What follows belongs to an exercise in optimizing a design on an open flow for small area; a production flow would make more cautious choices. In this exercise RTL edits were held to simulation tests only and were not proved equivalent to the original. Power figures rest on the tool's default switching activity, not on a simulated workload.

`flow/flow/run.sh`:
```
#!/bin/bash
# Standard layout (the standard.sh) with three changes:
#  - after the standard synthesis, its combinational logic is re-mapped for
#    area by ABC (flow/resyn.tcl); registers and full adders are untouched,
#    and flow/equiv.tcl proves the result equal to the standard netlist
#  - port buffers use the smallest buffer cell
#  - a leaner clock tree (clkbuf_8, clusters of 18, no dummy loads)
# Each tool's output goes to a log file in this folder.
set -euo pipefail
export BUFFER_PORTS_ARGS="-buffer_cell sky130_fd_sc_hd__buf_1"
export CTS_ARGS="-sink_clustering_enable -repair_clock_nets -dont_use_dummy_load -buf_list sky130_fd_sc_hd__clkbuf_8 -sink_clustering_size 18 -sink_clustering_max_diameter 55"
bash standard.sh synth > standard_synth.log 2>&1
RES=orfs/results/sky130hd/keypad_calc_top/base
cp $RES/1_2_yosys.v standard_synth.v
export RESYN_IN=$(pwd)/standard_synth.v RESYN_OUT=$(pwd)/resyn.v RESYN_SCRIPT=$(pwd)/flow/resyn.abc
$FLOW_HOME/../tools/install/yosys/bin/yosys -c flow/resyn.tcl > resyn_yosys.log 2>&1
$FLOW_HOME/../tools/install/yosys/bin/yosys -c flow/equiv.tcl > resyn_equiv.log 2>&1
if grep -q -e assign -e '\$lut' resyn.v; then echo "resyn.v is not a plain cell netlist" >&2; exit 1; fi
cp resyn.v $RES/1_2_yosys.v
bash standard.sh > standard_flow.log 2>&1
```
`flow/flow/equiv.tcl`:
```
# Prove the re-mapped netlist equal to the standard synthesis (same
# registers, by name); the flow stops if it is not.
yosys -import
set lib $::env(FLOW_HOME)/platforms/sky130hd/lib/sky130_fd_sc_hd__tt_025C_1v80.lib
read_liberty -ignore_miss_func -ignore_miss_dir $lib
read_verilog $::env(RESYN_IN)
yosys rename $::env(FLOW_TOP) gold
read_verilog $::env(RESYN_OUT)
yosys rename $::env(FLOW_TOP) gate
flatten gold gate
hierarchy -check
async2sync
equiv_make gold gate equiv
hierarchy -top equiv
equiv_simple -seq 2
equiv_induct
equiv_status -assert
```
`flow/flow/resyn.abc`:
```
strash
dc2
dch -f
map -a
mfs2 -a
strash
&get -n
&st
&dch -f
&nf -a -R 1000
&put
topo
```
`flow/flow/resyn.tcl`:
```
# Re-map the combinational logic of the standard synthesis for area.
# Flip-flops, full adders and tie cells are kept exactly as the
# standard synthesis made them (same instances, names and cell types).
yosys -import
set lib $::env(FLOW_HOME)/platforms/sky130hd/lib/sky130_fd_sc_hd__tt_025C_1v80.lib
read_liberty -ignore_miss_func -ignore_miss_dir $lib
read_verilog $::env(RESYN_IN)
hierarchy -top $::env(FLOW_TOP)
set keep {}
foreach c [list fa_1 fa_2 fa_4 conb_1] { lappend keep sky130_fd_sc_hd__$c }
# every sequential cell of the library stays a black box
foreach c {dfrtp_1 dfrtp_2 dfrtp_4 dfxtp_1 dfxtp_2 dfxtp_4 edfxtp_1 dfstp_1 dfstp_2 dfstp_4 dfrbp_1 dfrbp_2 dfsbp_1 dfsbp_2 dfxbp_1 dfxbp_2 edfxbp_1 dfbbn_1 dfbbn_2 dfbbp_1 dfrtn_1} { lappend keep sky130_fd_sc_hd__$c }
foreach c $keep { setattr -mod -set blackbox 1 $c }
flatten
# wires named after the flattened cells' pins are not names of the design
yosys rename -hide w:_*_.*
opt_clean -purge
# the platform's don't-use cells (platforms/sky130hd/config.mk)
set f [open $::env(FLOW_HOME)/platforms/sky130hd/config.mk]
set cfg [read $f]
close $f
set dont_use {}
foreach c [lsort -unique [regexp -all -inline {sky130_fd_sc_hd__(?:probe|probec|lpflow)_\w+} $cfg]] {
    lappend dont_use -dont_use $c
}
abc -liberty $lib {*}$dont_use -script $::env(RESYN_SCRIPT)
opt_clean -purge
splitnets
opt_clean -purge
hilomap -singleton -hicell sky130_fd_sc_hd__conb_1 HI -locell sky130_fd_sc_hd__conb_1 LO
# (no pass-through wires to buffer: checked by run.sh)
opt_clean -purge
stat -liberty $lib
write_verilog -noattr -nohex -nodec $::env(RESYN_OUT)
```
`flow/standard.sh`:
```
#!/bin/bash
# synth_recipe.tcl (not shown) runs the flow's synth.tcl, then flattens the netlist and writes it again
# the make line also repeats each setting of config.mk as NAME=value (left out here)
make -C /OpenROAD-flow-scripts/flow DESIGN_CONFIG=/design/flow/config.mk WORK_HOME=/design/flow/orfs CLKGATE_MAP_FILE= SYNTH_SCRIPT=/design/flow/synth_recipe.tcl "${@:-finish}"
```
`flow/config.mk`:
```
export PLATFORM = sky130hd
export DESIGN_NAME = keypad_calc_top
export DESIGN_NICKNAME = keypad_calc_top
export VERILOG_FILES = /design/flow/design.v
export SDC_FILE = /design/flow/constraint.sdc
export NUM_CORES = 4
export LEC_CHECK = 0
export CAP_MARGIN = 0
export CORE_MARGIN = 10
export CORE_UTILIZATION = 70
export SLEW_MARGIN = 0
```
`flow/constraint.sdc`:
```
create_clock -name core_clock -period 260.0 [get_ports {clk}]
set_input_delay 52.0000 -clock core_clock [delete_from_list [all_inputs] [get_ports {clk}]]
set_output_delay 52.0000 -clock core_clock [all_outputs]
set_load 0.01 [all_outputs]
```
`flow/design.v`:
```
package calc_pkg;
    typedef logic [3:0] key_code_t;
    localparam key_code_t KEY_1      = 4'h0;
    localparam key_code_t KEY_2      = 4'h1;
    localparam key_code_t KEY_3      = 4'h2;
    localparam key_code_t KEY_ADD    = 4'h3;
    localparam key_code_t KEY_4      = 4'h4;
    localparam key_code_t KEY_5      = 4'h5;
    localparam key_code_t KEY_6      = 4'h6;
    localparam key_code_t KEY_SUB    = 4'h7;
    localparam key_code_t KEY_7      = 4'h8;
    localparam key_code_t KEY_8      = 4'h9;
    localparam key_code_t KEY_9      = 4'ha;
    localparam key_code_t KEY_MUL    = 4'hb;
    localparam key_code_t KEY_CLEAR  = 4'hc;
    localparam key_code_t KEY_0      = 4'hd;
    localparam key_code_t KEY_EQUALS = 4'he;
    localparam key_code_t KEY_DIV    = 4'hf;
    typedef enum logic [4:0] {
        SCAN_0   = 5'b00001,
        SCAN_1   = 5'b00010,
        SCAN_2   = 5'b00100,
        SCAN_3   = 5'b01000,
        KEY_HELD = 5'b10000
    } scan_state_t;
    typedef enum logic [2:0] {OP_NONE, OP_ADD, OP_SUB, OP_MUL, OP_DIV} calc_op_t;
    localparam int OPERAND_W        = 32;
    localparam int RESULT_W         = 54;
    localparam int BCD_DIGITS       = 16;
    localparam int SCAN_TICK_CYCLES = 64;    
endpackage
module keypad_scanner (
    input  logic       clk,
    input  logic       reset_p,
    input  logic [3:0] row,
    output logic [3:0] col,
    output logic [3:0] key_value,
    output logic       key_valid,
    output logic [5:0] tc,           
    output logic       cap,          
    output logic [3:0] cap_code      
);
    logic [1:0] cidx;
    logic [1:0] rlow;
    logic       tick;
    logic       row_any;
    assign tick    = &tc;
    assign row_any = |row;
    assign rlow    = row[0] ? 2'd0 : row[1] ? 2'd1 : row[2] ? 2'd2 : 2'd3;
    assign col     = 4'b0001 << cidx;
    assign cap     = tick & ~key_valid & row_any;
    assign cap_code = {rlow, cidx};
    always_ff @(posedge clk or posedge reset_p) begin
        if (reset_p) begin
            tc        <= '0;
            cidx      <= '0;
            key_valid <= 1'b0;
            key_value <= '0;
        end else begin
            tc <= tc + 1'b1;
            if (tick) begin
                if (!key_valid) begin
                    if (row_any) begin
                        key_valid <= 1'b1;
                        key_value <= cap_code;
                    end else begin
                        cidx <= cidx + 1'b1;
                    end
                end else if (!row_any) begin
                    key_valid <= 1'b0;
                    cidx      <= '0;
                end
            end
        end
    end
endmodule
module calc_core (
    input  logic        clk,
    input  logic        reset_p,
    input  logic [5:0]  tc,
    input  logic        cap,
    input  logic [3:0]  cap_code,
    input  logic [3:0]  key_value,
    output logic [53:0] result,
    output logic [63:0] result_bcd,
    output logic        result_ready
);
    logic k_dig, k_clr, k_op, k_eq;
    assign k_op  = (cap_code[1:0] == 2'd3);
    assign k_clr = (cap_code == 4'hc);
    assign k_eq  = (cap_code == 4'he);
    assign k_dig = ~k_op & ~k_clr & ~k_eq;
    logic [3:0] dval;
    always_comb begin
        case (key_value[3:2])
            2'd0:    dval = {2'b00, key_value[1:0]} + 4'd1;
            2'd1:    dval = {2'b00, key_value[1:0]} + 4'd4;
            2'd2:    dval = {2'b00, key_value[1:0]} + 4'd7;
            default: dval = 4'd0;
        endcase
    end
    logic        second, ev, fv, ent;
    logic [1:0]  op;       
    logic [1:0]  ph;
    logic [31:0] E, F;
    logic [53:0] R;
    logic [63:0] D;
    logic op_key, eq_key;
    assign op_key = cap & k_op & ~second;
    assign eq_key = cap & k_eq & second;
    logic       p1d, p2d, p3d, enz;
    logic [1:0] ec;
    logic       dbit;
    logic [2:0] et;
    assign dbit = (tc[4:2] == 3'd0) & dval[tc[1:0]];
    assign et   = {2'b00, p1d} + {2'b00, p3d} + {2'b00, dbit} + {1'b0, ec};
    always_ff @(posedge clk) begin
        p1d <= ent & E[0] & ev;
        p2d <= p1d;
        p3d <= p2d;
        ec  <= ent ? et[2:1] : 2'd0;
        enz <= ent & (enz | et[0]);    
    end
    logic        ph1, ph2, ph3, step, xfer, bcd_step, first;
    logic        is_div, is_mul, last;
    logic        abit, bz;
    logic        sel_r, lsb, m, inv, r_en;
    logic [53:0] X, Y, sum;
    logic        q;
    assign ph1      = (ph == 2'd1);
    assign ph2      = (ph == 2'd2);
    assign ph3      = (ph == 2'd3);
    assign step     = ph1 & ~tc[5];
    assign xfer     = ph1 & tc[5] & is_div;
    assign bcd_step = ph2 | (ph3 & (tc < 6'd44));
    assign first    = (tc[4:0] == 5'd0);
    assign last     = (tc[4:0] == 5'd31);
    assign is_div   = (op == 2'd3);
    assign is_mul   = (op == 2'd2);
    assign abit     = F[~tc[4:0]] & fv;
    assign bz       = ~ev;
    always_comb begin
        sel_r = 1'b1;
        lsb   = 1'b0;
        m     = 1'b0;
        inv   = 1'b0;
        r_en  = 1'b0;
        if (step) begin
            sel_r = ~first;
            r_en  = 1'b1;
            if (is_div) begin
                lsb = abit;
                m   = ev;
                inv = first | ~R[33];
            end else if (is_mul) begin
                m   = abit & ev;
            end else begin
                lsb = abit;
                m   = last & ev;
                inv = last & op[0];
            end
        end else if (xfer) begin
            sel_r = ~first;
            lsb   = D[15] & ~bz;
            r_en  = 1'b1;
        end else if (bcd_step) begin
            lsb  = R[53];
            r_en = ~tc[0];
        end
    end
    logic sh_r, hold_r;
    assign sh_r   = r_en & sel_r;
    assign hold_r = ~r_en;
    always_comb begin
        X[0] = r_en ? lsb : R[0];
        for (int i = 1; i < 34; i++)
            X[i] = (R[i - 1] & sh_r) | (R[i] & hold_r);
        X[53:34] = R[52:33];
    end
    assign Y   = {{22{inv}}, ({32{m}} & E) ^ {32{inv}}};
    logic [54:0] cy;
    always_comb begin
        cy[0] = inv;
        for (int i = 0; i < 54; i++) begin
            sum[i]    = X[i] ^ Y[i] ^ cy[i];
            cy[i + 1] = (X[i] & Y[i]) | (X[i] & cy[i]) | (Y[i] & cy[i]);
        end
    end
    assign q   = ~sum[33];
    logic [31:0] d_half;
    logic        d_cy, cf, kill;
    bin_to_bcd u_dd (
        .d      (D[31:0]),
        .adj    (bcd_step),
        .bit_in (step ? q : (bcd_step & (tc[0] ? cf : R[53]))),
        .d_next (d_half),
        .carry  (d_cy)
    );
    assign kill = ph1 & tc[5];
    always_ff @(posedge clk)
        cf <= d_cy;
    always_ff @(posedge clk) begin
        if (ent)
            E <= {et[0], E[31:1]};
        if (op_key) begin
            F  <= E;
            fv <= ev;
            op <= cap_code[3:2];
        end
        R[33:0] <= sum[33:0];
        if (r_en)
            R[53:34] <= sum[53:34];
        if (ph1 | bcd_step)
            D <= {d_half[31:17], d_half[16] & ~kill, d_half[15:0], D[63:32]};
    end
    always_ff @(posedge clk or posedge reset_p) begin
        if (reset_p) begin
            second <= 1'b0;
            ev     <= 1'b0;
            ent    <= 1'b0;
            ph     <= 2'd0;
        end else begin
            if (cap & k_dig)
                ent <= 1'b1;
            else if (last)
                ent <= 1'b0;
            if (ent & last)
                ev <= enz | et[0];
            else if ((cap & k_clr) | op_key | (ph1 & (&tc)))
                ev <= 1'b0;
            if (op_key)
                second <= 1'b1;
            else if (eq_key)
                second <= 1'b0;
            if (eq_key)
                ph <= 2'd1;
            else if (ph1 & (&tc))
                ph <= 2'd2;
            else if (ph2 & (&tc))
                ph <= 2'd3;
            else if (result_ready)
                ph <= 2'd0;
        end
    end
    assign result_ready = ph3 & (tc == 6'd44);
    assign result       = R;
    assign result_bcd   = D;
endmodule
module bin_to_bcd (
    input  logic [31:0] d,
    input  logic        adj,
    input  logic        bit_in,
    output logic [31:0] d_next,
    output logic        carry
);
    logic [31:0] a;
    always_comb begin
        for (int i = 0; i < 8; i++) begin
            logic a3, a2, a1, a0, ge5;
            {a3, a2, a1, a0} = d[4*i +: 4];
            ge5 = adj & (a3 | (a2 & (a1 | a0)));
            a[4*i + 3] = ge5 | a3;
            a[4*i + 2] = (a2 & ~ge5) | (adj & a3 & a0);
            a[4*i + 1] = (a1 & (~ge5 | a0)) | (adj & a3 & ~a0);
            a[4*i + 0] = ge5 ^ a0;
        end
    end
    assign d_next = {a[30:0], bit_in};
    assign carry  = a[31];
endmodule
module keypad_calc_top (
    input  logic        clk,
    input  logic        reset_p,
    input  logic [3:0]  row,
    output logic [3:0]  col,
    output logic [3:0]  key_value,
    output logic        key_valid,
    output logic [53:0] result,
    output logic [63:0] result_bcd,
    output logic        result_ready
);
    logic [5:0] tc;
    logic       cap;
    logic [3:0] cap_code;
    keypad_scanner u_scanner (
        .clk       (clk),
        .reset_p   (reset_p),
        .row       (row),
        .col       (col),
        .key_value (key_value),
        .key_valid (key_valid),
        .tc        (tc),
        .cap       (cap),
        .cap_code  (cap_code)
    );
    calc_core u_calc (
        .clk          (clk),
        .reset_p      (reset_p),
        .tc           (tc),
        .cap          (cap),
        .cap_code     (cap_code),
        .key_value    (key_value),
        .result       (result),
        .result_bcd   (result_bcd),
        .result_ready (result_ready)
    );
endmodule
```
==> summary.txt, run 1 <==
# nets final=804; Hold WC Path Type=register to register; Min Hold Slack=0.318 ns; number of clock sinks=210; clock tree buffer depth=3; total wirelength of the detailed-routed design=18700 um; final hold violation count=0; H-Tree Depth=1; largest driver fanout on the critical path=11; # Max-Cap Violations=0; CTS tree=built; Port Buffers=133; Hold-fix buffers, CTS=0; Setup WS post-layout=205.87 ns; wire length of the first global-routing pass=30900 um; routability congestion estimate=0.851; antenna violations before repair=0; Vias=5572; family of cells with the greatest summed delay on the critical path=simple AND/OR/NAND/NOR gates; cell count after synthesis=584; switching power as a share of total power=22.7%; HPWL after DPL=13400 um; maximum number of pins on one net before global-route repair=65; die width=133 um; detailed-route vias per instance=6.10; cell count after placement=898; timing-limited maximum frequency=18.5 MHz; Worst Path Class, Setup=register to output pin; switching power=13.0 uW; clock network latency to the later pin of the worst-skew pair=0.49 ns; Detailed Routing Iterations Pass 1=5; headroom to the max-slew limit=34.5%; overflow left after global routing=0; count of inserted antenna diode cells=0; Finish-stage setup viols=0; combinational group share of total power=6.5%; Clk network pwr share=25.9%; drt first-iter violations=626; sequential fraction of design power=67.6%; gr usage total=21.3%; FP Rows=41; proportion of layout cells with a drive suffix above 1=4.04%; Slowest Stage Delay on Critical Path=0.67 ns; time the worst path needs with I/O delays and setup=54.13 ns; number of max-slew violations in the final report=0; number of warning messages in the yosys log=3; result of the run=timing/DRC/antenna clean; detail-routed net length per standard cell=20.5 um; DRC viols=0; Synth Cell Area=8920 um^2; Crit. End Element=output pin; worst voltage drop across the vdd grid=0.00490 mV; Antenna Nets Post-Route=0; number of nets produced by synthesis=644; pre-CTS WS=206.09 ns; leakage power of the design=0.00360 uW; post-route clock period utilization=20.8%; clock buffer count from CTS=16; clock transition time at the flip-flop clock pins of the worst setup and hold paths=0.10 ns; setup skew after layout=0.0459 ns; critical path data required time=208.00 ns; Post-CTS Setup Inserts=0; Internal Dissipation=44.5 uW; die height=133 um; via count of the first global-routing pass=5720; CP Data Arrival Time=2.13 ns; initial core utilization=71.0%; Buffers & Inverters on Critical Path=2; Ports=134; setup repair after global routing missed its margin=false; standard cell with the maximum stage delay on the critical path=sky130_fd_sc_hd__nor2_1; Total Neg Setup Slack=0 ns; Die Footprint=17700 um^2; Non-Filler Instances=914; core area=12600 um^2; Area growth syn-to-layout=11.5%; CP cell instances=nor2_1 > nand3_1 > clkinv_1 > buf_1; count of instances resized after the clock tree is built=0; category of the worst setup path launch point=register; root buffer cell=sky130_fd_sc_hd__clkbuf_8; Worst Tran Pin Value=0.983 ns; power density over the cells=5.78 nW/um^2; post-synthesis area per instance=15.3 um^2
layout make-up:
type | instances | area, um^2
timing repair buffer | 142 | 567
inverter | 14 | 52.6
multi-input combinational | 360 | 3090
tap | 172 | 215
fill | 760 | 2620
sequential | 210 | 5810
clock buffer | 16 | 220
sequential cells by signal (all words and copies together) (netlist names), 4 cells and up:
signal,cells
u_calc.D,64
u_calc.R,54
u_calc.E,32
u_calc.F,32
u_scanner.tc,6
u_scanner.key_value,4
metal layers:
| metal | GRT usage (%) | wire [um] | vias to the layer above |
|---|---|---|---|
| met1 | 27.6 | 7470 | 2816 |
| li1 | - | - | 2492 |
| met5 | 0 | 0 | - |
| met2 | 35.4 | 9430 | 229 |
| met4 | 5.68 | 410 | 0 |
| met3 | 4.77 | 1420 | 35 |
per-stage QoR:
step | util (%) | cell area [um^2] | total power (uW)
after floorplan | - | 8920 | 41.4
after global placement | 77.4 | 9730 | 43.2
after detailed placement | 77.4 | 9730 | 43.4
after CTS | 79.1 | 9950 | 58.0
after global routing | 79.1 | 9950 | 59.8
final | 79.1 | 9950 | 57.5
power by group through the flow:
stage | Clock, uW | Sequential, uW | Combinational (uW)
floorplan | 0 | 40.1 | 1.31
global placement | 0 | 39.5 | 3.68
detailed placement | 0 | 39.6 | 3.80
CTS | 15.3 | 38.9 | 3.83
global route | 16.4 | 39.1 | 4.18
finish | 14.9 | 38.9 | 3.73
final timing paths:
| check | from | to | slack, ns | depth (start not counted) |
|---|---|---|---|---|
| max in group asynchronous | reset_p | u_scanner.tc[3]$_DFF_PP0_ | 208.15 | 2 |
| max reg2reg | u_scanner.tc[2]$_DFF_PP0_ | u_calc.R[53]$_DFFE_PP_ | 235.43 | 64 |
| min | u_calc.p2d$_DFF_P_ | u_calc.p3d$_DFF_P_ | 0.32 | 0 |
| max | u_scanner.tc[0]$_DFF_PP0_ | result_ready | 205.87 | 4 |
| min in group asynchronous | reset_p | u_calc.ev$_DFFE_PP0P_ | 51.49 | 2 |
| min reg2reg | u_calc.p2d$_DFF_P_ | u_calc.p3d$_DFF_P_ | 0.32 | 0 |
cell usage in the layout (no fill, tap or decap), types with 16 or more instances in the layout:
cell / n
sky130_fd_sc_hd__edfxtp_1: 151
sky130_fd_sc_hd__nand2_1: 33
sky130_fd_sc_hd__dfxtp_1: 41
sky130_fd_sc_hd__clkbuf_8: 16
sky130_fd_sc_hd__xor2_1: 34
sky130_fd_sc_hd__a22o_1: 33
sky130_fd_sc_hd__buf_1: 133
sky130_fd_sc_hd__o21ai_0: 37
sky130_fd_sc_hd__fa_1: 54
sky130_fd_sc_hd__nor2_1: 18
sky130_fd_sc_hd__dfrtp_1: 18
sky130_fd_sc_hd__nand3_1: 38
==> inputs of run 2 (changes only) <==
==> flow/flow/resyn.abc (replaced) <==
strash
dc2
dch -f
map -a
mfs2 -a
strash
&get -n
&st
&dch -f
&nf -a -R 1000
&put
mfs2 -a
strash
&get -n
&st
&dch -f
&nf -a -R 1000
&put
topo
==> summary.txt, run 2 <==
# Max-Cap Violations=0 (unchanged); timing-limited maximum frequency=18.4 MHz (was 18.5 MHz); Post-CTS Setup Inserts=0 (unchanged); highest-count cells in the layout ignoring fill and taps=151 x sky130_fd_sc_hd__edfxtp_1, 133 x sky130_fd_sc_hd__buf_1, 59 x sky130_fd_sc_hd__nand2_1, 54 x sky130_fd_sc_hd__fa_1, 41 x sky130_fd_sc_hd__dfxtp_1 (was 151 x sky130_fd_sc_hd__edfxtp_1, 133 x sky130_fd_sc_hd__buf_1, 54 x sky130_fd_sc_hd__fa_1, 41 x sky130_fd_sc_hd__dfxtp_1, 38 x sky130_fd_sc_hd__nand3_1); largest registers in the final layout=u_calc.D: 64 flops, u_calc.R: 54 flops (unchanged); Antenna Nets Post-Route=0 (unchanged); switching power=9.37 uW (was 13.0 uW); total wirelength of the detailed-routed design=18600 um (was 18700 um); most common cell after layout, fill and taps aside=sky130_fd_sc_hd__edfxtp_1 (unchanged); launch point of the worst hold path=u_calc.p2d$_DFF_P_ (unchanged); HPWL after DPL=13200 um (was 13400 um); initial core utilization=70.7% (was 71.0%); leakage power of the design=0.00320 uW (was 0.00360 uW); Synth Cell Area=8850 um^2 (was 8920 um^2); Non-Filler Instances=909 (was 914); Top Usage Layer GRT=met2 (unchanged); critical path data required time=208.00 ns (about the same); Hold WC Path Type=register to register (unchanged); Clk network pwr share=29.4% (was 25.9%); FP Rows=41 (unchanged); drt first-iter violations=436 (was 626); destination of the worst hold path=u_calc.p3d$_DFF_P_ (unchanged); final hold violation count=0 (unchanged); setup skew after layout=0.0374 ns (was 0.0459 ns); # nets final=799 (was 804); CTS tree=built (unchanged); setup slack of the most critical reg-to-reg path=235.57 ns (was 235.43 ns); Finish-stage setup viols=0 (unchanged); Internal Dissipation=41.0 uW (was 44.5 uW); flip-flop count of the largest register, all copies and words added=64 (unchanged); maximum number of pins on one net before global-route repair=57 (was 65); Reg2Reg Depth=67 (was 64); H-Tree Depth=1 (unchanged); routability congestion estimate=0.853 (was 0.851); clock buffer count from CTS=16 (unchanged); Hold Path Cell Cnt=0 (unchanged); root buffer cell=sky130_fd_sc_hd__clkbuf_8 (unchanged); Worst Path Class, Setup=register to output pin (unchanged); Detailed Routing Iterations Pass 1=5 (unchanged); via count of the first global-routing pass=5788 (was 5720); combinational group share of total power=0.3% (was 6.5%); time the worst path needs with I/O delays and setup=54.21 ns (was 54.13 ns); DRC viols=0 (unchanged); detail-routed net length per standard cell=20.4 um (was 20.5 um); post-synthesis area per instance=15.3 um^2 (about the same); clock tree buffer depth=3 (unchanged); met1 track utilization from global routing=27.2% (was 27.6%); grt met2 use=35.5% (was 35.4%); Total Neg Setup Slack=0 ns (unchanged); Min Hold Slack=0.350 ns (was 0.318 ns); Worst Tran Pin Value=0.836 ns (was 0.983 ns); die width=132 um (was 133 um); proportion of layout cells with a drive suffix above 1=4.21% (was 4.04%); antenna violations before repair=0 (unchanged); number of max-slew violations in the final report=0 (unchanged); count of inserted antenna diode cells=0 (unchanged); count of instances resized after the clock tree is built=0 (unchanged); clock transition time at the flip-flop clock pins of the worst setup and hold paths=0.10 ns (about the same); setup repair after global routing missed its margin=false (unchanged); detailed-route vias per instance=5.95 (was 6.10); result of the run=timing/DRC/antenna clean (unchanged); Die Footprint=17500 um^2 (was 17700 um^2); core area=12500 um^2 (was 12600 um^2); category of the worst setup path launch point=register (unchanged); largest reg by FF count=u_calc.D (unchanged); gr usage total=21.3% (about the same); clock network latency to the later pin of the worst-skew pair=0.48 ns (was 0.49 ns); post-route clock period utilization=20.8% (about the same); CP Data Arrival Time=2.21 ns (was 2.13 ns); Crit. End Element=output pin (unchanged); GR Util met3=5.19% (was 4.77%); overflow left after global routing=0 (unchanged); Vias=5412 (was 5572); largest driver fanout on the critical path=11 (unchanged); final design utilization=78.9% (was 79.1%); switching power as a share of total power=18.6% (was 22.7%); cell count after placement=893 (was 898); cell count after synthesis=579 (was 584); wire length of the first global-routing pass=30600 um (was 30900 um); number of warning messages in the yosys log=3 (unchanged); number of clock sinks=210 (unchanged); end of the worst register-to-register path=u_calc.R[53]$_DFFE_PP_ (unchanged); Port Buffers=133 (unchanged); power density over the cells=5.10 nW/um^2 (was 5.78 nW/um^2); Critical R2R Launch=u_scanner.tc[0]$_DFF_PP0_ (was u_scanner.tc[2]$_DFF_PP0_); worst voltage drop across the vdd grid=0.00354 mV (was 0.00490 mV); number of nets produced by synthesis=639 (was 644); die height=132 um (was 133 um); Ports=134 (unchanged); Hold-fix buffers, CTS=0 (unchanged); Area growth syn-to-layout=11.6% (was 11.5%); headroom to the max-slew limit=44.1% (was 34.5%); sequential fraction of design power=70.3% (was 67.6%)
run 2: cell count changes in the layout (fill, tap and decap cells not counted), sizes merged, moves of 3 or more:
| cell | delta |
|---|---|
| a31oi | +3 |
| or3 | -4 |
| nand3 | -32 |
| nor3 | +5 |
| o21ai | -7 |
| a21oi | +3 |
| nand2 | +26 |
run 2: layout make-up:
class	instances	area [um^2]
repair buffers	142	567
clock buffers	16	220
inverters	14	52.6
well taps	172	215
fillers	772	2640
flip-flops and latches	210	5810
multi-input cells	355	3020
run 2: metrics by stage:
step | total power (uW) | setup slack, ns | area, um^2
2_1_floorplan | 36.2 | 204.77 | 8850
3_3_place_gp | 36.3 | 206.41 | 9660
3_5_place_dp | 36.3 | 206.30 | 9660
4_1_cts | 50.7 | 205.84 | 9880
5_1_grt | 52.1 | 205.64 | 9880
6_report | 50.4 | 205.79 | 9880
run 2: how the worst max path moves through the flow:
stage	start	endpoint	slack, ns	cells past startpoint
after CTS	u_scanner.tc[0]$_DFF_PP0_	result_ready	205.84	4
after global placement	u_scanner.tc[0]$_DFF_PP0_	result_ready	206.41	4
final	u_scanner.tc[0]$_DFF_PP0_	result_ready	205.79	4
after floorplan	row[0]	u_calc.F[0]$_DFFE_PP_	204.77	4
after global routing	u_scanner.tc[0]$_DFF_PP0_	result_ready	205.64	4
after detailed placement	row[0]	u_calc.F[21]$_DFFE_PP_	206.30	6
run 2: metal layers:
metal	part of all wire, %	vias to the layer above
met2	50	238
met1	40	2685
met5	0	-
li1	-	2454
met4	2.2	0
met3	7.6	35
run 2: worst max-delay path, cell delays in order (launching register included):
cell	delay [ns]
sky130_fd_sc_hd__dfrtp_1	0.50
sky130_fd_sc_hd__nor2_1	0.69
sky130_fd_sc_hd__nand4_1	0.23
sky130_fd_sc_hd__clkinv_1	0.10
sky130_fd_sc_hd__buf_1	0.21
run 2: power by group through the flow:
stage	registers (uW)	clock network, uW	logic, uW
floorplan	36.2	0	0.0716
global placement	36.2	0	0.150
finish	35.4	14.8	0.156
detailed placement	36.2	0	0.158
CTS	35.4	15.2	0.160
global route	35.4	16.5	0.176
==> inputs of run 3 (changes only) <==
--- a/flow/design.v
+++ b/flow/design.v
@@ -137,7 +137,7 @@
     assign last     = (tc[4:0] == 5'd31);
     assign is_div   = (op == 2'd3);
     assign is_mul   = (op == 2'd2);
-    assign abit     = F[~tc[4:0]] & fv;
+    assign abit     = F[31] & fv;
     assign bz       = ~ev;
     always_comb begin
         sel_r = 1'b1;
@@ -202,8 +202,8 @@
     always_ff @(posedge clk) begin
         if (ent)
             E <= {et[0], E[31:1]};
+        F <= op_key ? E : {F[30:0], F[31]};
         if (op_key) begin
-            F  <= E;
             fv <= ev;
             op <= cap_code[3:2];
         end
==> summary.txt, run 3 <==
result of the run=timing/DRC/antenna clean (unchanged); Synth Cell Area=8750 um^2 (was 8850 um^2); Crit. End Element=register (was output pin); destination of the worst hold path=u_calc.p3d$_DFF_P_ (unchanged); root buffer cell=sky130_fd_sc_hd__clkbuf_8 (unchanged); Detailed Routing Iterations Pass 1=5 (unchanged); setup slack of the most critical reg-to-reg path=236.53 ns (was 235.57 ns); detailed-route vias per instance=5.84 (was 5.95); routability congestion estimate=0.856 (was 0.853); setup skew after layout=0.0302 ns (was 0.0374 ns); clock network latency to the later pin of the worst-skew pair=0.49 ns (was 0.48 ns); switching power=9.69 uW (was 9.37 uW); proportion of layout cells with a drive suffix above 1=3.95% (was 4.21%); Clk network pwr share=30.1% (was 29.4%); Finish-stage setup viols=0 (unchanged); GR Util met3=3.81% (was 5.19%); wire length of the first global-routing pass=29200 um (was 30600 um); via count of the first global-routing pass=5585 (was 5788); setup repair after global routing missed its margin=false (unchanged); most common cell after layout, fill and taps aside=sky130_fd_sc_hd__buf_1 (was sky130_fd_sc_hd__edfxtp_1); clock transition time at the flip-flop clock pins of the worst setup and hold paths=0.11 ns (was 0.10 ns); # Max-Cap Violations=0 (unchanged); number of warning messages in the yosys log=3 (unchanged); Hold-fix buffers, CTS=0 (unchanged); total wirelength of the detailed-routed design=17500 um (was 18600 um); detail-routed net length per standard cell=18.9 um (was 20.4 um); FP Rows=40 (was 41); # nets final=821 (was 799); gr usage total=20.2% (was 21.3%); Area growth syn-to-layout=11.7% (was 11.6%); drt first-iter violations=383 (was 436); Worst Path Class, Setup=primary input to register (was register to output pin); post-route total power=50.1 uW (was 50.4 uW); launch point of the worst hold path=u_calc.p2d$_DFF_P_ (unchanged); number of nets produced by synthesis=662 (was 639); count of inserted antenna diode cells=0 (unchanged); total area of multi-input combinational cells=3230 um^2 (was 3020 um^2); H-Tree Depth=1 (unchanged); largest reg by FF count=u_calc.D (unchanged); clock buffer count from CTS=16 (unchanged); flip-flop count of the largest register, all copies and words added=64 (unchanged); timing-limited maximum frequency=18.5 MHz (was 18.4 MHz); end of the worst register-to-register path=u_calc.R[53]$_DFFE_PP_ (unchanged); Post-CTS Setup Inserts=0 (unchanged); category of the worst setup path launch point=primary input (was register); Ports=134 (unchanged); footprint of the flip-flops and latches=5490 um^2 (was 5810 um^2); Hold Path Cell Cnt=0 (unchanged); sequential fraction of design power=69.4% (was 70.3%); post-synthesis area per instance=14.5 um^2 (was 15.3 um^2); switching power as a share of total power=19.3% (was 18.6%); core area=12100 um^2 (was 12500 um^2); Internal Dissipation=40.4 uW (was 41.0 uW); maximum number of pins on one net before global-route repair=65 (was 57); highest-count cells in the layout ignoring fill and taps=133 x sky130_fd_sc_hd__buf_1, 119 x sky130_fd_sc_hd__edfxtp_1, 73 x sky130_fd_sc_hd__dfxtp_1, 65 x sky130_fd_sc_hd__nand2_1, 54 x sky130_fd_sc_hd__fa_1 (was 151 x sky130_fd_sc_hd__edfxtp_1, 133 x sky130_fd_sc_hd__buf_1, 59 x sky130_fd_sc_hd__nand2_1, 54 x sky130_fd_sc_hd__fa_1, 41 x sky130_fd_sc_hd__dfxtp_1); power density over the cells=5.13 nW/um^2 (was 5.10 nW/um^2); CP Data Arrival Time=54.47 ns (was 2.21 ns); post-route clock period utilization=20.8% (about the same); grt met2 use=34.2% (was 35.5%); Port Buffers=133 (unchanged); die width=132 um (about the same); worst voltage drop across the vdd grid=0.00448 mV (was 0.00354 mV); fill cell total of the finished layout=746 (was 772); largest registers in the final layout=u_calc.D: 64 flops, u_calc.R: 54 flops (unchanged); Total Neg Setup Slack=0 ns (unchanged); overflow left after global routing=0 (unchanged); CTS tree=built (unchanged); time the worst path needs with I/O delays and setup=54.11 ns (was 54.21 ns); Die Footprint=17400 um^2 (was 17500 um^2); met1 track utilization from global routing=26.0% (was 27.2%); initial core utilization=72.2% (was 70.7%); number of clock sinks=210 (unchanged); DRC viols=0 (unchanged); clock tree buffer depth=3 (unchanged); Antenna Nets Post-Route=0 (unchanged); Top Usage Layer GRT=met2 (unchanged); antenna violations before repair=0 (unchanged); die height=132 um (about the same); Reg2Reg Depth=67 (unchanged); Hold WC Path Type=register to register (unchanged); Vias=5416 (was 5412); count of instances resized after the clock tree is built=0 (unchanged); critical path data required time=260.36 ns (was 208.00 ns); largest driver fanout on the critical path=36 (was 11); headroom to the max-slew limit=31.1% (was 44.1%); HPWL after DPL=12300 um (was 13200 um); combinational group share of total power=0.5% (was 0.3%); leakage power of the design=0.00331 uW (was 0.00320 uW); Worst Tran Pin Value=1.03 ns (was 0.836 ns); Critical R2R Launch=u_scanner.tc[0]$_DFF_PP0_ (unchanged); final hold violation count=0 (unchanged); number of max-slew violations in the final report=0 (unchanged); cell count after synthesis=602 (was 579)
## run 3: power groups by stage
stage,logic [uW],clock network [uW],registers (uW)
after CTS,0.251,15.4,34.8
final,0.248,15.1,34.8
after global placement,0.235,0,35.5
after detailed placement,0.249,0,35.5
after floorplan,0.135,0,35.5
after global routing,0.281,16.7,34.8
## run 3: through the flow
step | setup slack [ns] | instance area (um^2) | hold slack (ns) | instances | util, %
floorplan | 205.11 | 8750 | 0.310 | 602 | -
global placement | 205.58 | 9550 | 0.314 | 911 | 78.9
detailed placement | 205.37 | 9550 | 0.324 | 911 | 78.9
CTS | 205.88 | 9770 | 0.344 | 927 | 80.7
global route | 205.70 | 9770 | 0.349 | 927 | 80.7
finish | 205.89 | 9770 | 0.343 | 927 | 80.7
## run 3: area by class of cell
| type | count | area share [%] |
|---|---|---|
| Clock buffer | 16 | 2.25 |
| Inverter | 17 | 0.653 |
| Multi-Input combinational cell | 375 | 33.1 |
| Sequential cell | 210 | 56.1 |
| Tap cell | 168 | 2.15 |
| Timing Repair Buffer | 141 | 5.72 |
## run 3: worst max path at each step
stage,startpoint,endpoint,slack [ns]
floorplan,row[0],u_calc.F[0]$_DFF_P_,205.11
detailed placement,row[1],u_calc.F[17]$_DFF_P_,205.37
global route,row[1],u_calc.F[10]$_DFF_P_,205.70
finish,row[1],u_calc.F[10]$_DFF_P_,205.89
CTS,row[1],u_calc.F[10]$_DFF_P_,205.88
global placement,row[1],u_calc.F[23]$_DFF_P_,205.58
## run 3: worst max-delay path, stage by stage
cell                      delay (ns)
sky130_fd_sc_hd__buf_1          0.12
sky130_fd_sc_hd__or3_1          0.19
sky130_fd_sc_hd__nor2_1         0.07
sky130_fd_sc_hd__nor3_1         0.61
sky130_fd_sc_hd__nand2_1        0.23
sky130_fd_sc_hd__nor2_4         0.82
sky130_fd_sc_hd__mux2_1         0.39
## run 3: per-layer routing
metal,vias up,wire (um)
met5,-,0
met4,0,395
met3,35,889
met2,165,9000
met1,2733,7250
li1,2483,-
==> inputs of run 4 (changes only) <==
--- a/flow/flow/run.sh
+++ b/flow/flow/run.sh
@@ -4,11 +4,11 @@
 #    area by ABC (flow/resyn.tcl); registers and full adders are untouched,
 #    and flow/equiv.tcl proves the result equal to the standard netlist
 #  - port buffers use the smallest buffer cell
-#  - a leaner clock tree (clkbuf_8, clusters of 18, no dummy loads)
+#  - a leaner clock tree (clkbuf_8, clusters of 20, no dummy loads)
 # Each tool's output goes to a log file in this folder.
 set -euo pipefail
 export BUFFER_PORTS_ARGS="-buffer_cell sky130_fd_sc_hd__buf_1"
-export CTS_ARGS="-sink_clustering_enable -repair_clock_nets -dont_use_dummy_load -buf_list sky130_fd_sc_hd__clkbuf_8 -sink_clustering_size 18 -sink_clustering_max_diameter 55"
+export CTS_ARGS="-sink_clustering_enable -repair_clock_nets -dont_use_dummy_load -buf_list sky130_fd_sc_hd__clkbuf_8 -sink_clustering_size 20 -sink_clustering_max_diameter 55"
 bash standard.sh synth > standard_synth.log 2>&1
 RES=orfs/results/sky130hd/keypad_calc_top/base
 cp $RES/1_2_yosys.v standard_synth.v
==> summary.txt, run 4 <==
met2 wirelength from detailed routing=8950 um (was 9000 um); time the worst path needs with I/O delays and setup=54.17 ns (was 54.11 ns); final hold violation count=0 (unchanged); Area growth syn-to-layout=11.7% (unchanged); Top Layer Used=met4 (unchanged); critical path data required time=260.36 ns (about the same); routability congestion estimate=0.856 (unchanged); gr usage total=20.3% (was 20.2%); clock tree buffer depth=3 (unchanged); HPWL after DPL=12300 um (unchanged); clock transition time at the flip-flop clock pins of the worst setup and hold paths=0.12 ns (was 0.11 ns); core area=12100 um^2 (unchanged); number of max-slew violations in the final report=0 (unchanged); Post-CTS Setup Inserts=0 (unchanged); worst voltage drop across the vdd grid=0.00351 mV (was 0.00448 mV); category of the worst setup path launch point=primary input (unchanged); number of warning messages in the yosys log=3 (unchanged); Worst Tran Pin Value=1.02 ns (was 1.03 ns); wire length of the first global-routing pass=29300 um (was 29200 um); antenna violations before repair=0 (unchanged); result of the run=timing/DRC/antenna clean (unchanged); Die Footprint=17400 um^2 (unchanged); number of clock sinks=210 (unchanged); number of nets produced by synthesis=662 (unchanged); FP Rows=40 (unchanged); most common cell after layout, fill and taps aside=sky130_fd_sc_hd__buf_1 (unchanged); detail-routed net length per standard cell=19.0 um (was 18.9 um); met1 wire length=7220 um (was 7250 um); via count of the first global-routing pass=5653 (was 5585); # Max-Cap Violations=0 (unchanged); detailed-route vias per instance=5.84 (about the same); clock network latency to the later pin of the worst-skew pair=0.51 ns (was 0.49 ns); leakage power of the design=0.00331 uW (unchanged); CTS tree=built (unchanged); overflow left after global routing=0 (unchanged); flip-flop count of the largest register, all copies and words added=64 (unchanged); Port Buffers=133 (unchanged); setup skew after layout=0.0720 ns (was 0.0302 ns); Total Neg Setup Slack=0 ns (unchanged); fill cell total of the finished layout=756 (was 746); setup repair after global routing missed its margin=false (unchanged); H-Tree Depth=1 (unchanged); Hold-fix buffers, CTS=0 (unchanged); die height=132 um (unchanged); headroom to the max-slew limit=31.7% (was 31.1%); final design utilization=80.7% (unchanged); Hold WC Path Type=register to register (unchanged); proportion of layout cells with a drive suffix above 1=3.95% (unchanged); DRC viols=0 (unchanged); Min Hold Slack=0.348 ns (was 0.343 ns); count of inserted antenna diode cells=0 (unchanged); largest reg by FF count=u_calc.D (unchanged); timing-limited maximum frequency=18.5 MHz (about the same); die width=132 um (unchanged); initial core utilization=72.2% (unchanged); cell count after placement=911 (unchanged); clock buffer count from CTS=16 (unchanged); Antenna Nets Post-Route=0 (unchanged); count of instances resized after the clock tree is built=0 (unchanged); Worst Path Class, Setup=primary input to register (unchanged); Synth Cell Area=8750 um^2 (unchanged); footprint of the flip-flops and latches=5490 um^2 (unchanged); Crit. End Element=register (unchanged); total area of multi-input combinational cells=3230 um^2 (unchanged); cell count after synthesis=602 (unchanged); power density over the cells=5.12 nW/um^2 (was 5.13 nW/um^2); post-synthesis area per instance=14.5 um^2 (unchanged); root buffer cell=sky130_fd_sc_hd__clkbuf_8 (unchanged); largest driver fanout on the critical path=36 (unchanged); met3 layer wire length in the routed design=967 um (was 889 um); highest-count cells in the layout ignoring fill and taps=133 x sky130_fd_sc_hd__buf_1, 119 x sky130_fd_sc_hd__edfxtp_1, 73 x sky130_fd_sc_hd__dfxtp_1, 65 x sky130_fd_sc_hd__nand2_1, 54 x sky130_fd_sc_hd__fa_1 (unchanged); Detailed Routing Iterations Pass 1=5 (unchanged); Reg2Reg Depth=67 (unchanged); drt first-iter violations=385 (was 383); CP Data Arrival Time=54.52 ns (was 54.47 ns); # nets final=821 (unchanged); largest registers in the final layout=u_calc.D: 64 flops, u_calc.R: 54 flops (unchanged); Finish-stage setup viols=0 (unchanged); Non-Filler Instances=927 (unchanged); maximum number of pins on one net before global-route repair=65 (unchanged); Hold Path Cell Cnt=0 (unchanged); Ports=134 (unchanged); post-route clock period utilization=20.8% (about the same); Vias=5415 (was 5416); total wirelength of the detailed-routed design=17600 um (was 17500 um)
-- run 4: area by class of cell --
type,instances,area share [%]
Clock buffer,16,2.25
Multi-Input combinational cell,375,33.1
Timing Repair Buffer,141,5.72
Inverter,17,0.653
Sequential cell,210,56.1
Tap cell,168,2.15
-- run 4: through the flow --
step	power, uW	instance area, um^2	setup WS (ns)
2_1_floorplan	35.7	8750	205.11
3_3_place_gp	35.8	9550	205.58
3_5_place_dp	35.8	9550	205.37
4_1_cts	50.5	9770	205.83
5_1_grt	51.7	9770	205.65
6_report	50.0	9770	205.83
-- run 4: power breakdown --
part	switching [uW]	internal (uW)
combinational	0.171	0.0813
sequential	0.0450	34.8
clock	9.42	5.57
-- run 4: worst max-delay path, stage by stage --
cell,delay [ns]
sky130_fd_sc_hd__buf_1,0.15
sky130_fd_sc_hd__or3_1,0.21
sky130_fd_sc_hd__nor2_1,0.07
sky130_fd_sc_hd__nor3_1,0.63
sky130_fd_sc_hd__nand2_1,0.23
sky130_fd_sc_hd__nor2_4,0.82
sky130_fd_sc_hd__mux2_1,0.39
-- run 4: worst paths after layout --
check | start | endpoint | slack, ns
max in group asynchronous | reset_p | u_scanner.key_value[3]$_DFFE_PP0P_ | 208.13
min reg2reg | u_calc.p2d$_DFF_P_ | u_calc.p3d$_DFF_P_ | 0.35
min in group asynchronous | reset_p | u_scanner.tc[0]$_DFF_PP0_ | 51.45
min | u_calc.p2d$_DFF_P_ | u_calc.p3d$_DFF_P_ | 0.35
max reg2reg | u_scanner.tc[0]$_DFF_PP0_ | u_calc.R[53]$_DFFE_PP_ | 236.54
max | row[1] | u_calc.F[19]$_DFF_P_ | 205.83
-- run 4: layer usage --
metal | vias up | global-route usage, %
met5 | - | 0
met4 | 0 | 6.18
met3 | 41 | 4.04
met1 | 2714 | 26.1
met2 | 176 | 34.1
li1 | 2484 | -
==> inputs of run 5 (changes only) <==
--- a/flow/design.v
+++ b/flow/design.v
@@ -137,7 +137,7 @@
     assign last     = (tc[4:0] == 5'd31);
     assign is_div   = (op == 2'd3);
     assign is_mul   = (op == 2'd2);
-    assign abit     = F[31] & fv;
+    assign abit     = F[~tc[4:0]] & fv;
     assign bz       = ~ev;
     always_comb begin
         sel_r = 1'b1;
@@ -202,8 +202,8 @@
     always_ff @(posedge clk) begin
         if (ent)
             E <= {et[0], E[31:1]};
-        F <= op_key ? E : {F[30:0], F[31]};
         if (op_key) begin
+            F  <= E;
             fv <= ev;
             op <= cap_code[3:2];
         end
==> summary.txt, run 5 <==
Ports=134 (unchanged); largest reg by FF count=u_calc.D (unchanged); number of nets produced by synthesis=639 (was 662); leakage power of the design=0.00319 uW (was 0.00331 uW); final hold violation count=0 (unchanged); number of warning messages in the yosys log=3 (unchanged); proportion of layout cells with a drive suffix above 1=4.08% (was 3.95%); Detailed Routing Iterations Pass 1=5 (unchanged); Top Usage Layer GRT=met2 (unchanged); initial core utilization=70.7% (was 72.2%); power density over the cells=5.08 nW/um^2 (was 5.12 nW/um^2); clock network latency to the later pin of the worst-skew pair=0.49 ns (was 0.51 ns); post-route clock period utilization=20.9% (was 20.8%); Post-CTS Setup Inserts=0 (unchanged); core area=12500 um^2 (was 12100 um^2); count of instances resized after the clock tree is built=0 (unchanged); wire length of the first global-routing pass=30300 um (was 29300 um); die height=132 um (about the same); final standard cell area without fillers=9860 um^2 (was 9770 um^2); Area growth syn-to-layout=11.5% (was 11.7%); GR Util met3=5.34% (was 4.04%); headroom to the max-slew limit=44.7% (was 31.7%); # nets final=798 (was 821); flip-flop count of the largest register, all copies and words added=64 (unchanged); via count of the first global-routing pass=5717 (was 5653); CP Data Arrival Time=2.21 ns (was 54.52 ns); Finish-stage setup viols=0 (unchanged); Total Neg Setup Slack=0 ns (unchanged); number of max-slew violations in the final report=0 (unchanged); clock tree buffer depth=3 (unchanged); timing-limited maximum frequency=18.4 MHz (was 18.5 MHz); Vias=5436 (was 5415); Placed Instance Area=9660 um^2 (was 9550 um^2); largest registers in the final layout=u_calc.D: 64 flops, u_calc.R: 54 flops (unchanged); Synth Cell Area=8850 um^2 (was 8750 um^2); worst voltage drop across the vdd grid=0.00407 mV (was 0.00351 mV); fill cell total of the finished layout=785 (was 756); HPWL after DPL=13200 um (was 12300 um); Worst Path Class, Setup=register to output pin (was primary input to register); CTS tree=built (unchanged); time the worst path needs with I/O delays and setup=54.21 ns (was 54.17 ns); critical path data required time=208.00 ns (was 260.36 ns); Hold-fix buffers, CTS=0 (unchanged); clock transition time at the flip-flop clock pins of the worst setup and hold paths=0.11 ns (was 0.12 ns); H-Tree Depth=1 (unchanged); result of the run=timing/DRC/antenna clean (unchanged); Worst Tran Pin Value=0.826 ns (was 1.02 ns); routability congestion estimate=0.853 (was 0.856); met1 track utilization from global routing=27.5% (was 26.1%); number of clock sinks=210 (unchanged); setup skew after layout=0.0235 ns (was 0.0720 ns); Port Buffers=133 (unchanged); maximum number of pins on one net before global-route repair=57 (was 65); count of inserted antenna diode cells=0 (unchanged); cell count after synthesis=579 (was 602); clock buffer count from CTS=15 (was 16); post-synthesis area per instance=15.3 um^2 (was 14.5 um^2); grt met2 use=34.8% (was 34.1%); most common cell after layout, fill and taps aside=sky130_fd_sc_hd__edfxtp_1 (was sky130_fd_sc_hd__buf_1); detailed-route vias per instance=5.99 (was 5.84); setup repair after global routing missed its margin=false (unchanged); overflow left after global routing=0 (unchanged); Setup WS post-layout=205.79 ns (was 205.83 ns); DRC viols=0 (unchanged); antenna violations before repair=0 (unchanged); total wirelength of the detailed-routed design=18500 um (was 17600 um); # Max-Cap Violations=0 (unchanged); Antenna Nets Post-Route=0 (unchanged); Min Hold Slack=0.353 ns (was 0.348 ns); Die Footprint=17500 um^2 (was 17400 um^2); Crit. End Element=output pin (was register); highest-count cells in the layout ignoring fill and taps=151 x sky130_fd_sc_hd__edfxtp_1, 133 x sky130_fd_sc_hd__buf_1, 59 x sky130_fd_sc_hd__nand2_1, 54 x sky130_fd_sc_hd__fa_1, 41 x sky130_fd_sc_hd__dfxtp_1 (was 133 x sky130_fd_sc_hd__buf_1, 119 x sky130_fd_sc_hd__edfxtp_1, 73 x sky130_fd_sc_hd__dfxtp_1, 65 x sky130_fd_sc_hd__nand2_1, 54 x sky130_fd_sc_hd__fa_1); detail-routed net length per standard cell=20.4 um (was 19.0 um); FP Rows=41 (was 40); drt first-iter violations=513 (was 385); category of the worst setup path launch point=register (was primary input); pre-CTS WS=206.30 ns (was 205.37 ns); Hold WC Path Type=register to register (unchanged); die width=132 um (about the same); gr usage total=21.1% (was 20.3%); largest driver fanout on the critical path=11 (was 36); root buffer cell=sky130_fd_sc_hd__clkbuf_8 (unchanged)
[run 5: final cells by class]
| cell class | count | area, um^2 | area share [%] |
|---|---|---|---|
| sequential | 210 | 5810 | 58.9 |
| multi-input combinational | 355 | 3020 | 30.6 |
| timing repair buffer | 142 | 567 | 5.75 |
| tap | 172 | 215 | 2.18 |
| clock buffer | 15 | 206 | 2.09 |
| inverter | 14 | 52.6 | 0.533 |
[run 5: worst max-delay path, stage by stage, from the launching register on]
cell and delay (ns):
sky130_fd_sc_hd__dfrtp_1 0.50, sky130_fd_sc_hd__nor2_1 0.69, sky130_fd_sc_hd__nand4_1 0.23, sky130_fd_sc_hd__clkinv_1 0.11
sky130_fd_sc_hd__buf_1 0.20
[run 5: final timing paths]
| kind | startpoint | end | slack, ns | cells past startpoint |
|---|---|---|---|---|
| setup / recovery | u_scanner.tc[0]$_DFF_PP0_ | result_ready | 205.79 | 4 |
| hold / removal | u_calc.p2d$_DFF_P_ | u_calc.p3d$_DFF_P_ | 0.35 | 0 |
| setup reg to reg | u_scanner.tc[0]$_DFF_PP0_ | u_calc.R[53]$_DFFE_PP_ | 235.55 | 67 |
| hold reg to reg | u_calc.p2d$_DFF_P_ | u_calc.p3d$_DFF_P_ | 0.35 | 0 |
| max in group asynchronous | reset_p | u_scanner.tc[2]$_DFF_PP0_ | 208.14 | 2 |
| min in group asynchronous | reset_p | u_calc.ent$_DFFE_PP0P_ | 51.50 | 2 |
[run 5: stage by stage]
stage / power, uW / util [%] / cells
global route: 51.7 / 78.8 / 908
CTS: 50.5 / 78.8 / 908
finish: 50.1 / 78.8 / 908
floorplan: 36.2 / - / 579
detailed placement: 36.3 / 77.2 / 893
global placement: 36.3 / 77.2 / 893
[run 5: layer usage]
layer  vias to the layer above  share of wire [%]
met3                        39                8.0
met5                         -                  0
li1                       2449                  -
met1                      2721                 40
met2                       227                 50
met4                         0                2.3
[run 5: report_power, final]
part	leakage [uW]	switching [uW]	internal, uW
Combinational	0.00128	0.121	0.0330
Sequential	0.00181	0	35.4
Clock	0.000108	9.31	5.24
Total	0.00319	9.43	40.7

[port drivers added, routing unchanged]
In the flow no input, the clock included, has a driving cell. The finished layouts below were timed again as built, in two steps. Step 1 (the two cells are an assumption about what drives the block):
set clk [get_ports {clk}]
set_driving_cell -lib_cell sky130_fd_sc_hd__clkbuf_16 $clk
set_driving_cell -lib_cell sky130_fd_sc_hd__buf_2 [delete_from_list [all_inputs] $clk]
Step 2, shift: input delay + t, output delay - t, t = (earliest + latest rising clock arrival at the registers) / 2. This alone moves slack from input paths to output paths. Slacks: no drivers / after step 1 / after step 2; pairs: no drivers / after step 1.
| run | t, ns | setup slack, ns | latest minus earliest clock arrival (ns) | worst data-port slew with drivers (ns) | cell pins on the clock port's net |
|---|---|---|---|---|---|
| run 1 | 0.506 | 205.867 / 205.830 / 206.042 | 0.046 / 0.046 | 0.05 | 1 |
| run 2 | 0.502 | 205.792 / 205.752 / 206.254 | 0.038 / 0.037 | 0.04 | 1 |
| run 3 | 0.509 | 205.887 / 205.885 / 205.376 | 0.030 / 0.030 | 0.04 | 1 |
| run 4 | 0.508 | 205.834 / 205.832 / 205.324 | 0.072 / 0.072 | 0.04 | 1 |
| run 5 | 0.515 | 205.789 / 205.748 / 206.262 | 0.024 / 0.024 | 0.04 | 1 |
After both steps setup and hold are still met in every run listed. The setup slack of run 3, which loses most, moves by -0.002 ns with the drivers and by -0.511 ns with both steps.
